From an optimization exercise on the open Yosys and OpenROAD flow, aimed at small area and a short achievable clock period; shortcuts taken in it are not production practice. RTL that was checked went through simulation tests only; none was proved equivalent to the original. The flow treats the clock pin as an ideal source. Dropping or thinning the clock tree relies on that and would not hold on a real chip.

## fpm_top
module fpm_top (
  input  logic        clk,
  input  logic        rst_n,
  input  logic [2:0]  r_mode,
  input  logic [31:0] fp_x,
  input  logic [31:0] fp_y,
  output logic [31:0] fp_z,
  output logic        ovrf,
  output logic        udrf
);
export LEC_CHECK = 0
export CAP_MARGIN = 20
export CORE_MARGIN = 2
export CORE_UTILIZATION = 55
export CTS_BUF_LIST = sky130_fd_sc_hd__clkbuf_4 sky130_fd_sc_hd__clkbuf_8
export SLEW_MARGIN = 20
export SYNTH_HIERARCHICAL = 1
create_clock -name core_clock -period 12.5 [get_ports {clk}]
standard.sh (not shown) runs the stock make flow with config.mk's settings and CLKGATE_MAP_FILE= SYNTH_SCRIPT=/design/flow/synth_recipe.tcl, a recipe that flattens the netlist after the stock synthesis.
==> flow/flow/run.sh <==
#!/bin/bash
# The standard synthesis and layout; repair aims for 7 ns of setup slack
set -euo pipefail
bash standard.sh synth > synth.log 2>&1
bash standard.sh finish SETUP_SLACK_MARGIN=7 "BUFFER_PORTS_ARGS=-buffer_cell sky130_fd_sc_hd__buf_2" > layout.log 2>&1
Rerun with:
==> flow/flow/run.sh (replaced) <==
#!/bin/bash
# The standard synthesis and layout; repair aims for 7.5 ns of setup slack
set -euo pipefail
bash standard.sh synth > synth.log 2>&1
bash standard.sh finish SETUP_SLACK_MARGIN=7.5 "BUFFER_PORTS_ARGS=-buffer_cell sky130_fd_sc_hd__buf_2" > layout.log 2>&1
The new run finished with timing, DRC and antenna clean.
Wire length is higher by roughly a tenth.
Register-to-register slack gets better by 80 ps.
Critical path depth is unchanged.
Clock skew stays flat.
Fmax is higher slightly.
No run of this note included a check of the RTL's function; only the layout flow was run.

fpm_top, a different RTL version from the one above (not shown whole).
Size in the first run: ~1,700 cells after synthesis, roughly 120 flip-flops, about 100 I/O pins, roughly 18,000 sq um of cells after synthesis.
export LEC_CHECK = 0
export CAP_MARGIN = 20
export CORE_MARGIN = 2
export CORE_UTILIZATION = 40
export SLEW_MARGIN = 20
export SYNTH_HIERARCHICAL = 1
create_clock -name core_clock -period 12.5 [get_ports {clk}]
==> flow/flow/run.sh <==
#!/bin/bash
# The standard synthesis and layout; repair aims for 7 ns of setup slack
set -euo pipefail
bash standard.sh synth > synth.log 2>&1
bash standard.sh finish SETUP_SLACK_MARGIN=7 "BUFFER_PORTS_ARGS=-buffer_cell sky130_fd_sc_hd__buf_2" > layout.log 2>&1
Change:
CORE_UTILIZATION = 55   (was 40)
CTS_BUF_LIST = sky130_fd_sc_hd__clkbuf_4 sky130_fd_sc_hd__clkbuf_8   (was default)
Outcome: Worst setup slack stays flat; fmax hardly moves.
Change:
==> flow/flow/run.sh (replaced) <==
#!/bin/bash
# The standard synthesis and layout; repair aims for 6 ns of setup slack
set -euo pipefail
bash standard.sh synth > synth.log 2>&1
bash standard.sh finish SETUP_SLACK_MARGIN=6 "BUFFER_PORTS_ARGS=-buffer_cell sky130_fd_sc_hd__buf_2" > layout.log 2>&1
CORE_UTILIZATION = 40   (was 55)
CTS_BUF_LIST = default   (was sky130_fd_sc_hd__clkbuf_4 sky130_fd_sc_hd__clkbuf_8)
The new run produced a clean layout.
Via count drops by 2.3%.
Flip-flop and latch count does not change.
Clock skew drops by 24 ps.
First-iteration DRC count drops by 26%.
Fmax drops by 12%.
Function was not checked in any run of this note: the RTL went through the layout flow alone.

fpm_top, a different RTL version from the one above (not shown whole).
For scale: about 150 flip-flops, roughly 100 I/O pins, roughly 18,000 um^2 of cells after synthesis.
==> flow/design.v (excerpt) <==
module fpm_top (
  input  logic        clk,
  input  logic        rst_n,
  input  logic [2:0]  r_mode,
  input  logic [31:0] fp_x,
  input  logic [31:0] fp_y,
  output logic [31:0] fp_z,
  output logic        ovrf,
  output logic        udrf
);
export LEC_CHECK = 0
export CAP_MARGIN = 20
export CORE_MARGIN = 2
export CORE_UTILIZATION = 40
export SLEW_MARGIN = 20
export SYNTH_HIERARCHICAL = 1
create_clock -name core_clock -period 12.5 [get_ports {clk}]
==> flow/flow/run.sh <==
#!/bin/bash
# The standard synthesis and layout; repair aims for 7 ns of setup slack
set -euo pipefail
bash standard.sh synth > synth.log 2>&1
bash standard.sh finish SETUP_SLACK_MARGIN=7 "BUFFER_PORTS_ARGS=-buffer_cell sky130_fd_sc_hd__buf_2" > layout.log 2>&1
The first run ran to the end with no violations.
Edit:
==> flow/flow/run.sh (replaced) <==
#!/bin/bash
# The standard synthesis and layout; repair aims for 6 ns of setup slack
set -euo pipefail
bash standard.sh synth > synth.log 2>&1
bash standard.sh finish SETUP_SLACK_MARGIN=6 "BUFFER_PORTS_ARGS=-buffer_cell sky130_fd_sc_hd__buf_2" > layout.log 2>&1
=> Wire length falls by a few percent. Setup slack degrades by 630 ps. Final cell count falls slightly. Critical path depth falls by 1. First-iteration DRC count rises slightly. Register-to-register slack degrades by 780 ps.
No functional check of the RTL was part of any run of this note.

job 3711:
Another version of the RTL of fpm_top (not shown whole).
For scale: about 1,800 cells after synthesis, ~100 I/O pins, ~0.017 mm² of cells after synthesis.
// fpm_top
module fpm_top (
  input  logic        clk,
  input  logic        rst_n,
  input  logic [2:0]  r_mode,
  input  logic [31:0] fp_x,
  input  logic [31:0] fp_y,
  output logic [31:0] fp_z,
  output logic        ovrf,
  output logic        udrf
);
==> flow/config.mk <==
export PLATFORM = sky130hd
export DESIGN_NAME = fpm_top
export DESIGN_NICKNAME = fpm_top
export VERILOG_FILES = /design/flow/design.v
export SDC_FILE = /design/flow/constraint.sdc
export NUM_CORES = 4
export LEC_CHECK = 0
export CAP_MARGIN = 20
export CORE_MARGIN = 2
export CORE_UTILIZATION = 55
export CTS_BUF_LIST = sky130_fd_sc_hd__clkbuf_8
export SLEW_MARGIN = 20
export SYNTH_HIERARCHICAL = 1
==> flow/constraint.sdc <==
create_clock -name core_clock -period 12.5 [get_ports {clk}]
set_input_delay 2.5000 -clock core_clock [delete_from_list [all_inputs] [get_ports {clk}]]
set_output_delay 2.5000 -clock core_clock [all_outputs]
set_load 0.01 [all_outputs]
==> flow/flow/run.sh <==
#!/bin/bash
set -euo pipefail
bash standard.sh synth > synth.log 2>&1
bash standard.sh cts SETUP_SLACK_MARGIN=7.5 "BUFFER_PORTS_ARGS=-buffer_cell sky130_fd_sc_hd__buf_2" > cts.log 2>&1
SKEW_ODB=$PWD/orfs/results/sky130hd/fpm_top/base/4_cts.odb SKEW_GROUPS=3 SKEW_R2CELL=sky130_fd_sc_hd__clkdlybuf4s25_1 openroad -no_init -exit flow/skew.tcl > skew.log 2>&1
bash standard.sh finish SETUP_SLACK_MARGIN=7.5 "BUFFER_PORTS_ARGS=-buffer_cell sky130_fd_sc_hd__buf_2" > layout.log 2>&1
==> flow/flow/skew.tcl <==
set odb $::env(SKEW_ODB)
read_db $odb
set block [ord::get_db_block]
set db [ord::get_db]
set lib [$db findMaster sky130_fd_sc_hd__clkbuf_16]
set clk [$block findNet clk]

set pats {eb_q* nan_q* inf_q* zer_q* sg_q* rne_q* rmm_q* rdir_q* v_q* fy_q* fyn_q* fx_q* bneg_q* bone_q* btwo_q* bonen_q* btwon_q* y3_q* xn_q* x1_q* x2_q* x3_q* x4_q*}
set r1 {}
foreach inst [$block getInsts] {
  set m [[$inst getMaster] getName]
  if {![string match *df* $m]} { continue }
  set n [$inst getName]
  foreach p $pats {
    if {[string match $p $n] && ![string match *2_q* $n] && ![string match *_q2* $n]} { lappend r1 $inst; break }
  }
}
puts "SKEW rank-1 registers: [llength $r1]"

# split them into groups by position, a buffer per group
set ngroups $::env(SKEW_GROUPS)
set pts {}
foreach inst $r1 {
  lassign [$inst getLocation] x y
  lappend pts [list $x $y $inst]
}
# k-means on the register positions
set k $ngroups
set cents {}
set sorted [lsort -integer -index 0 $pts]
for {set i 0} {$i < $k} {incr i} {
  set p [lindex $sorted [expr {int(($i + 0.5) * [llength $sorted] / $k)}]]
  lappend cents [list [lindex $p 0] [lindex $p 1]]
}
for {set it 0} {$it < 20} {incr it} {
  set groups {}
  for {set i 0} {$i < $k} {incr i} { lappend groups {} }
  foreach p $pts {
    set best 0; set bd 1e30
    for {set i 0} {$i < $k} {incr i} {
      lassign [lindex $cents $i] cx cy
      set d [expr {abs([lindex $p 0] - $cx) + abs([lindex $p 1] - $cy)}]
      if {$d < $bd} { set bd $d; set best $i }
    }
    lset groups $best [concat [lindex $groups $best] [list $p]]
  }
  set cents {}
  foreach g $groups {
    set sx 0; set sy 0
    foreach p $g { set sx [expr {$sx + [lindex $p 0]}]; set sy [expr {$sy + [lindex $p 1]}] }
    set n [expr {max(1, [llength $g])}]
    lappend cents [list [expr {int($sx / $n)}] [expr {int($sy / $n)}]]
  }
}
set gi 0
foreach grp $groups c $cents {
  if {[llength $grp] == 0} { continue }
  lassign $c cx cy
  set buf [odb::dbInst_create $block $lib "clkbuf_r1_$gi"]
  set net [odb::dbNet_create $block "clknet_r1_$gi"]
  $net setSigType CLOCK
  [$buf findITerm A] connect $clk
  [$buf findITerm X] connect $net
  $buf setLocation $cx $cy
  $buf setPlacementStatus PLACED
  foreach p $grp {
    set inst [lindex $p 2]
    set ck [$inst findITerm CLK]
    $ck disconnect
    $ck connect $net
  }
  puts "SKEW group $gi: [llength $grp] registers, buffer at $cx $cy"
  incr gi
}

# leaf buffers of the old tree that now drive no register, and their dummy loads
set idle {}
foreach inst [$block getInsts] {
  set m [[$inst getMaster] getName]
  if {![string match *clkbuf* $m] || [string match clkbuf_r1_* [$inst getName]]} { continue }
  set out [$inst findITerm X]
  set n [$out getNet]
  if {$n eq "NULL"} { continue }
  set sinks 0
  set dummies {}
  foreach it [$n getITerms] {
    set ii [$it getInst]
    if {$ii eq $inst} { continue }
    if {[string match clkload* [$ii getName]]} { lappend dummies $ii } else { incr sinks }
  }
  if {$sinks == 0 && [llength [$n getBTerms]] == 0} {
    lappend idle [list $inst $n $dummies]
  }
}
foreach e $idle {
  lassign $e inst n dummies
  puts "SKEW removing idle [$inst getName] and [llength $dummies] dummy loads"
  foreach d $dummies { odb::dbInst_destroy $d }
  odb::dbInst_destroy $inst
  odb::dbNet_destroy $n
}

if {[info exists ::env(SKEW_R2CELL)] && $::env(SKEW_R2CELL) ne ""} {
  set root [$block findInst clkbuf_0_clk]
  set dm [$db findMaster $::env(SKEW_R2CELL)]
  set d [odb::dbInst_create $block $dm "clkdly_r2"]
  set dn [odb::dbNet_create $block "clknet_r2_root"]
  $dn setSigType CLOCK
  set ra [$root findITerm A]
  $ra disconnect
  $ra connect $dn
  [$d findITerm A] connect $clk
  [$d findITerm X] connect $dn
  lassign [$root getLocation] rx ry
  $d setLocation $rx $ry
  $d setPlacementStatus PLACED
  puts "SKEW rank-2 tree behind $::env(SKEW_R2CELL)"
}

detailed_placement
check_placement
write_db $odb
For job 9747, these inputs were changed with respect to job 3711:
==> flow/flow/run.sh <==
#!/bin/bash
set -euo pipefail
bash standard.sh synth > synth.log 2>&1
bash standard.sh cts SETUP_SLACK_MARGIN=7.25 "BUFFER_PORTS_ARGS=-buffer_cell sky130_fd_sc_hd__buf_1" > cts.log 2>&1
SKEW_ODB=$PWD/orfs/results/sky130hd/fpm_top/base/4_cts.odb SKEW_GROUPS=3 openroad -no_init -exit flow/skew.tcl > skew.log 2>&1
bash standard.sh finish SETUP_SLACK_MARGIN=7.25 "BUFFER_PORTS_ARGS=-buffer_cell sky130_fd_sc_hd__buf_1" > layout.log 2>&1
### Flow results
Sort job 3711 and job 9747 by final instance area desc -> top: job 3711
| largest net degree at the start of global routing | job 9747 vs job 3711 | 6.1% higher |
Sequential share of layout area across job 3711 and job 9747: no real change.
As far as simple-gate share of the synthesized area goes, job 3711 and job 9747 are indistinguishable; the numbers are identical.
In the reports for job 3711 and job 9747, the smaller met1 capacity usage during global routing belongs to job 9747.
Relative to job 3711, number of global-route vias before repair has decreased by 4.3% in job 9747.
Changes in job 9589 relative to job 9747:
Settings: CORE_UTILIZATION: 55 -> 50.
==> flow/flow/run.sh <==
#!/bin/bash
set -euo pipefail
bash standard.sh synth > synth.log 2>&1
bash standard.sh cts SETUP_SLACK_MARGIN=7.35 "BUFFER_PORTS_ARGS=-buffer_cell sky130_fd_sc_hd__buf_2" > cts.log 2>&1
SKEW_ODB=$PWD/orfs/results/sky130hd/fpm_top/base/4_cts.odb SKEW_GROUPS=3 openroad -no_init -exit flow/skew.tcl > skew.log 2>&1
bash standard.sh finish SETUP_SLACK_MARGIN=7.35 "BUFFER_PORTS_ARGS=-buffer_cell sky130_fd_sc_hd__buf_2" > layout.log 2>&1
## What came out
On area added between synthesis and finish: between job 9589 and job 9747, it ends up lower for job 9747. Job 9747 reports its cell at the slowest stage of the critical path as sky130_fd_sc_hd__or4_1 while job 9589 reports sky130_fd_sc_hd__fa_1. Summary: with job 9747 as the reference, length of routed met3 wiring in job 9589 moved up by a few percent. Number of inserted diodes up 1 in job 9589 wrt job 9747.
[inputs] job 822 vs job 9589
Settings: CORE_UTILIZATION now 55, was 50.
==> flow/flow/run.sh <==
#!/bin/bash
set -euo pipefail
bash standard.sh synth > synth.log 2>&1
bash standard.sh cts SETUP_SLACK_MARGIN=7.45 "BUFFER_PORTS_ARGS=-buffer_cell sky130_fd_sc_hd__buf_1" > cts.log 2>&1
SKEW_ODB=$PWD/orfs/results/sky130hd/fpm_top/base/4_cts.odb SKEW_GROUPS=3 openroad -no_init -exit flow/skew.tcl > skew.log 2>&1
bash standard.sh finish SETUP_SLACK_MARGIN=7.45 "BUFFER_PORTS_ARGS=-buffer_cell sky130_fd_sc_hd__buf_1" > layout.log 2>&1
## What came out
The flow did not stop early for job 9589: all stages ran, and the layout cleared the timing, DRC and antenna checks.
No stage failed in job 822, and the final checks on the layout all came back clean.
Floorplan core area: job 822 < job 9589
Die width of job 822 falls short of that of job 9589 by a few percent.
Looking at global-route usage, job 822 sits 5.2 points higher than job 9589 does.

Starting RTL as in the previous note.
export LEC_CHECK = 0
export CAP_MARGIN = 20
export CORE_MARGIN = 2
export CORE_UTILIZATION = 55
export CTS_BUF_LIST = sky130_fd_sc_hd__clkbuf_4 sky130_fd_sc_hd__clkbuf_8
export SLEW_MARGIN = 20
export SYNTH_HIERARCHICAL = 1
create_clock -name core_clock -period 12.5 [get_ports {clk}]
==> flow/flow/run.sh <==
#!/bin/bash
# The standard synthesis and layout; repair aims for 7 ns of setup slack
set -euo pipefail
bash standard.sh synth > synth.log 2>&1
bash standard.sh finish SETUP_SLACK_MARGIN=7 "BUFFER_PORTS_ARGS=-buffer_cell sky130_fd_sc_hd__buf_2" > layout.log 2>&1
The baseline finished with timing, DRC and antenna clean.
Rerun with:
==> flow/flow/run.sh (replaced) <==
#!/bin/bash
# The standard synthesis and layout; repair aims for 7.25 ns of setup slack
set -euo pipefail
bash standard.sh synth > synth.log 2>&1
bash standard.sh finish SETUP_SLACK_MARGIN=7.25 "BUFFER_PORTS_ARGS=-buffer_cell sky130_fd_sc_hd__buf_2" > layout.log 2>&1
Settings changed: CORE_UTILIZATION 55 to 65, CTS_BUF_LIST sky130_fd_sc_hd__clkbuf_4 sky130_fd_sc_hd__clkbuf_8 to sky130_fd_sc_hd__clkbuf_8.
What happened: The new run finished with timing, DRC and antenna clean; area after synthesis does not change; cell count fell by 1.9%; fmax rises by 3.0%; clock-buffer cell count decreases by 2; routed wire length drops by 0.90%; register-to-register slack improved by 130 ps; worst setup slack gets better by 150 ps; worst hold slack is about the same; final area went up by 2.6%.
Rerun with:
Settings changed: CORE_UTILIZATION 65 to 55.
Worst setup slack is better by 67 ps.
Synthesized area is unchanged.
Non-clock buffer count does not change.
Final cell count rises by 2.9%.
Design area rises by 0.44%.
Worst hold slack stays flat.
Clock-buffer cell count rises by 3.
Die area rises by 18%.
Wire length rises by 2.8%.
Rerun with:
==> flow/flow/run.sh (replaced) <==
#!/bin/bash
# The standard synthesis and layout; repair aims for 7 ns of setup slack
set -euo pipefail
bash standard.sh synth > synth.log 2>&1
bash standard.sh finish SETUP_SLACK_MARGIN=7 "BUFFER_PORTS_ARGS=-buffer_cell sky130_fd_sc_hd__buf_2" > layout.log 2>&1
After rerunning: Routed wire length falls by 1.7%. Synthesized cell count does not change. Utilization falls by 1.9 points. Maximum frequency falls by 4.0%. Die area is unchanged.

==> what the ideal ports hide <==
The results above use ideal ports. As a check the final layouts listed here were re-extracted and re-timed, cells and wires unchanged. Step 1 sets driving cells, clkbuf_16 on the clock port and buf_2 on the other inputs (assumed; they add their load-dependent delay and slew). Step 2, shift: input delay + t, output delay - t, t = (earliest + latest rising clock arrival at the registers) / 2. This alone moves slack from input paths to output paths. Slacks: ideal / step 1 / step 2; pairs: ideal / step 1.
| run | t, ns | slack for setup (ns) | latest minus earliest clock arrival (ns) | worst slew at a driven data input, ns | pins driven straight from the clock port |
|---|---|---|---|---|---|
| the first run of note 1 | 0.548 | 7.151 / 7.151 / 7.151 | 0.042 / 0.042 | 0.03 | 1 |
| the second run of note 1 | 0.557 | 7.226 / 7.226 / 7.226 | 0.038 / 0.038 | 0.03 | 1 |
| the first run of note 2 | 0.495 | 7.109 / 7.053 / 7.133 | 0.013 / 0.013 | 0.06 | 1 |
| the second run of note 2 | 0.521 | 7.112 / 7.083 / 7.112 | 0.034 / 0.034 | 0.03 | 1 |
| the third run of note 2 | 0.485 | 6.386 / 6.386 / 6.386 | 0.010 / 0.010 | 0.04 | 1 |
| the first run of note 3 | 0.506 | 6.975 / 6.922 / 7.076 | 0.015 / 0.015 | 0.04 | 1 |
| the second run of note 3 | 0.520 | 6.341 / 6.286 / 6.371 | 0.025 / 0.025 | 0.04 | 1 |
| job 3711 | 0.490 | 7.298 / 7.193 / 7.683 | 0.482 / 0.479 | 0.05 | 4 |
| job 9747 | 0.361 | 7.404 / 7.295 / 7.440 | 0.212 / 0.212 | 0.05 | 4 |
| job 9589 | 0.355 | 7.473 / 7.394 / 7.473 | 0.197 / 0.197 | 0.05 | 4 |
| job 822 | 0.357 | 7.545 / 7.437 / 7.578 | 0.202 / 0.203 | 0.04 | 4 |
| the first run of note 5 | 0.520 | 7.150 / 7.099 / 7.165 | 0.020 / 0.020 | 0.05 | 1 |
| the second run of note 5 | 0.496 | 7.304 / 7.304 / 7.304 | 0.026 / 0.025 | 0.04 | 1 |
| the third run of note 5 | 0.516 | 7.370 / 7.319 / 7.392 | 0.013 / 0.013 | 0.04 | 1 |
| the fourth run of note 5 | 0.521 | 7.158 / 7.107 / 7.188 | 0.019 / 0.018 | 0.05 | 1 |
In job 3711 the clock reaches the registers at very different times; t lies between them, and the last value is a rough guide only.
